This design comes from an exercise in tuning for small area, a short achievable clock period and few clock cycles per item on the open sky130 flow, not from production work.
Only simulation tests tie the RTL to the original design; equivalence was not proved.
Power and IR drop assume default switching activity.

job 409:
==> flow/design.v (excerpt) <==
module pid_heading_controller_core (
    input  wire logic                                i_clk,
    input  wire logic                                i_rst_n,
    input  wire logic                                psel,
    input  wire logic                                penable,
    input  wire logic                                pwrite,
    input  wire logic [phc_pkg::ADDR_W-1:0]          paddr,
    input  wire logic [phc_pkg::DATA_W-1:0]          pwdata,
    output logic      [phc_pkg::DATA_W-1:0]          prdata,
    output logic                                     pready,
    input  wire logic                                i_in_valid,
    output logic                                     o_in_stall,
    input  wire logic signed [phc_pkg::ANGLE_W-1:0]  i_measured_angle,
    output logic                                     o_out_valid,
    input  wire logic                                i_out_stall,
    output logic signed [phc_pkg::DRIVE_W-1:0]       o_drive_cmd,
    output logic                                     o_clamped
);
Size: ~5400 cells after synthesis, roughly 53000 um2 of cells after synthesis.
clock: 8.0 ns
lec_check: 0
abc_area: 1
cap_margin: 20
core_margin: 2
core_utilization: 60
cts_cluster_diameter: 100
cts_cluster_size: 22
place_density: 0.75
setup_slack_margin: 5.0
slew_margin: 20
synth_hierarchical: 1
synth_minimum_keep_size: 0
run.sh (not shown) runs the stock make flow with config.mk's settings and CLKGATE_MAP_FILE= SYNTH_SCRIPT=/design/flow/synth_recipe.tcl, a recipe that flattens the netlist after the stock synthesis.
Testbench counts of job 409, summed over its fixed seeds: cycles 17,224, items 16,000.
> inputs changed (job 409 -> job 1659)
-- flow/config.mk --
<<< job 409, line 13
export CTS_CLUSTER_SIZE = 22
export PLACE_DENSITY = 0.75
export SETUP_SLACK_MARGIN = 5.0
export SLEW_MARGIN = 20
>>> job 1659, line 13
export CTS_CLUSTER_SIZE = 22
export PLACE_DENSITY = 0.8
export SETUP_SLACK_MARGIN = 4.9
export SLEW_MARGIN = 20
- Higher clock share of power was reported by job 409, not job 1659.
- Setup fix buffers added after clock tree synthesis down 17 in job 1659 wrt job 409
- [compare] base=job 409 new=job 1659: maximum clock frequency lower; number of antenna violations at the first check in global routing -3; time the final worst path needs with I/O delays and setup went up by 0.065 ns.
Modified inputs, job 140 compared to job 1659
-- flow/config.mk --
<<< job 1659, line 13
export CTS_CLUSTER_SIZE = 22
export PLACE_DENSITY = 0.8
export SETUP_SLACK_MARGIN = 4.9
>>> job 140, line 13
export CTS_CLUSTER_SIZE = 22
export PLACE_DENSITY = 0.75
export SETUP_SLACK_MARGIN = 4.9
Findings:
- Job 140 did not stop at any stage, and its layout met the timing, design-rule and antenna checks.
- Job 1659: no failed stages, no open violations at the end
- Pin count of the biggest net entering global routing on job 140 is up relative to job 1659.
- Of job 1659 and job 140, job 140 shows the higher maximum fanout count along the critical path, with job 1659 below it.
- Job 140 -> job 1659: combinational group share of total power flat
- On total area of sequential cells, job 1659 tracks job 140 almost exactly.
- Summary of job 140 over job 1659: final weighted congestion of routability-driven global placement saw a decrease; final cycle utilization of the critical path closely matched the old numbers; clock latency on the worst-skew pair has remained practically unchanged; finished layout cell area barely changed; via total after detailed routing higher.
Input changes introduced in job 8429 (baseline for comparison: job 140):
-- flow/config.mk --
<<< job 140, line 13
export CTS_CLUSTER_SIZE = 22
export PLACE_DENSITY = 0.75
export SETUP_SLACK_MARGIN = 4.9
export SLEW_MARGIN = 20
>>> job 8429, line 13
export CTS_CLUSTER_SIZE = 22
export PLACE_DENSITY = 0.8
export SETUP_SLACK_MARGIN = 5.0
export SLEW_MARGIN = 20
Findings:
As far as post-cts hold buffer count goes, job 8429 and job 140 are indistinguishable; the numbers are identical.
Summary of job 8429 over job 140: total detailed-routing wirelength shows an increase of 1.3%, highest clock rate rose by 9.4 MHz, data arrival at the endpoint of the critical path shrank by 0.07 ns, number of cells on the worst reg-to-reg path lost 1, instance area at placement about even.
In the tables for job 8429 and job 140, global-route usage reads lower with job 140.
| portion of the clock cycle consumed by the worst path in the final layout | higher: job 140 |
From job 140 to job 8429 the numbers moved as follows: fraction of area in multi-input gates down 0.23 points, minimum period implied by the final worst setup slack down 0.089 ns.
[inputs] job 4676 vs job 8429
-- flow/config.mk --
<<< job 8429, line 11
export CORE_UTILIZATION = 60
export CTS_CLUSTER_DIAMETER = 100
export CTS_CLUSTER_SIZE = 22
export PLACE_DENSITY = 0.8
export SETUP_SLACK_MARGIN = 5.0
export SLEW_MARGIN = 20
>>> job 4676, line 11
export CORE_UTILIZATION = 60
export PLACE_DENSITY = 0.7
export SETUP_SLACK_MARGIN = 4.8
export SLEW_MARGIN = 20
Notes after the runs:
Detailed-route wire length down about 4% in job 4676 wrt job 8429. When job 4676 is measured against job 8429, its fraction of power consumed by the clock network turns out 7.9 points higher. In job 4676 relative to job 8429, power had gone up by a little under 10%.
### job 4676 -> job 3786
-- flow/config.mk --
<<< job 4676, line 11
export CORE_UTILIZATION = 60
export PLACE_DENSITY = 0.7
>>> job 3786, line 11
export CORE_UTILIZATION = 60
export CTS_CLUSTER_DIAMETER = 100
export CTS_CLUSTER_SIZE = 30
export PLACE_DENSITY = 0.7
--- outcome ---
Relative to job 4676, static leakage decreased by about 3% in job 3786. Diff job 4676 -> job 3786: worst hold slack about even; synthesized-area fraction occupied by adder cells about even. Area occupied by multi-input gates: job 4676 vs job 3786 — no meaningful difference. Sequential share of layout area: job 3786 > job 4676.

========
build 4:
Starting RTL as in the previous note.
Design pid_heading_controller_core, start of the top module:
module pid_heading_controller_core (
    input  wire logic                                i_clk,
    input  wire logic                                i_rst_n,
    input  wire logic                                psel,
    input  wire logic                                penable,
    input  wire logic                                pwrite,
    input  wire logic [phc_pkg::ADDR_W-1:0]          paddr,
    input  wire logic [phc_pkg::DATA_W-1:0]          pwdata,
    output logic      [phc_pkg::DATA_W-1:0]          prdata,
    output logic                                     pready,
    input  wire logic                                i_in_valid,
    output logic                                     o_in_stall,
    input  wire logic signed [phc_pkg::ANGLE_W-1:0]  i_measured_angle,
    output logic                                     o_out_valid,
    input  wire logic                                i_out_stall,
    output logic signed [phc_pkg::DRIVE_W-1:0]       o_drive_cmd,
    output logic                                     o_clamped
);
clock: 8.0 ns
lec_check: 0
abc_area: 1
cap_margin: 20
core_margin: 2
core_utilization: 60
cts_cluster_diameter: 150
cts_cluster_size: 30
place_density: 0.7
setup_slack_margin: 4.8
slew_margin: 20
synth_hierarchical: 1
synth_minimum_keep_size: 0
Testbench counts of build 4, summed over its fixed seeds: cycles 17,224, items 16,000.
The inputs of build 45 differ from those of build 4 as listed below.
Settings: a change of CTS_CLUSTER_SIZE from 30 to 22; a change of CTS_CLUSTER_DIAMETER from 150 to 100.
- Looking at build 4 and build 45, the worst hold path cell count is a wash.
- Against build 4, build 45 comes in about 0.3% higher on average detailed-routed wire length per instance.
- Build 45 vs build 4 — number of cells upsized or downsized after cts dropped 3.4%.
- There was hardly any difference in largest vdd supply drop between build 4 and build 45.
- Going from build 4 to build 45, first-pass GRT wire length grew slightly.
- met3 global-route usage, build 4 and build 45, higher one = build 45.
- On total via count in the routed design, build 4 and build 45 are neck and neck.
- Measured against each other, build 4 and build 45 differ in number of CTS-inserted buffers, the higher figure coming from build 45.
- Maximum fanout along the worst path: build 45 < build 4
- The end point of the critical path comes out r_cut1[95]$_DFF_P_ in one run and r_cut1[150]$_DFF_P_ in the other, namely in build 45 and build 4 respectively.
- Build 45 vs build 4 on net switching power: build 45 is the higher one.
[inputs] build 60 vs build 45
Settings: a change of SETUP_SLACK_MARGIN from 4.8 to 5.0; a change of PLACE_DENSITY from 0.7 to 0.75; a change of CORE_UTILIZATION from 60 to 65.
### Flow results
Compared with build 45, in build 60 sequential group share of total power decreased 0.2 points; synthesized cell count essentially unchanged; max-capacitance violation count essentially unchanged; routed via count divided by cell count increased 0.29. Cell area (build 60 vs. build 45) increases slightly. In build 60 the power drawn by the clock network turned out about 2% lower than in build 45. Detailed route wirelength on metal3 for build 60: about 14% up relative to build 45. Comparing build 45 and build 60, the lower register-to-register slack was measured on build 45. Compared to build 45, build 60 shows a wider setup margin. For build 45, the slowest cell on the critical path was sky130_fd_sc_hd__fa_1, unlike build 60, where it was sky130_fd_sc_hd__dfxtp_2. Summary of the comparison: timing-limited maximum frequency is higher in build 60, relative to build 45.

[port drivers added, routing unchanged]
Ports are ideal in the flow. The routed layouts listed here were re-timed in OpenROAD. Step 1 assumes that a clkbuf_16 drives the clock port and a buf_2 every other input. Step 2 adds t to the input delays and takes it off the output delays; t is the mean of the earliest and latest rising clock arrival at the registers after step 1. Input paths then give back, and output paths get back, about the clock's delay inside the block. Slacks: no drivers / after step 1 / after step 2; pairs: no drivers / after step 1.
run | shift t [ns] | setup WS [ns] | cell pins on the clock port's net
job 409 | 0.681 | 4.928 / 4.928 / 4.392 | 1
job 1659 | 0.680 | 4.864 / 4.856 / 4.296 | 1
job 140 | 0.694 | 4.864 / 4.864 / 4.249 | 1
job 8429 | 0.688 | 4.954 / 4.954 / 4.381 | 1
job 4676 | 0.723 | 4.693 / 4.693 / 4.174 | 1
job 3786 | 0.747 | 4.743 / 4.743 / 4.186 | 1
build 4 | 0.714 | 4.743 / 4.743 / 4.132 | 1
build 45 | 0.674 | 4.725 / 4.725 / 4.209 | 1
build 60 | 0.688 | 4.909 / 4.909 / 4.285 | 1
After both steps every run listed still meets setup and hold. For build 60, which loses most, drivers alone change the setup slack by 0.000 ns; drivers and shift together by -0.624 ns.
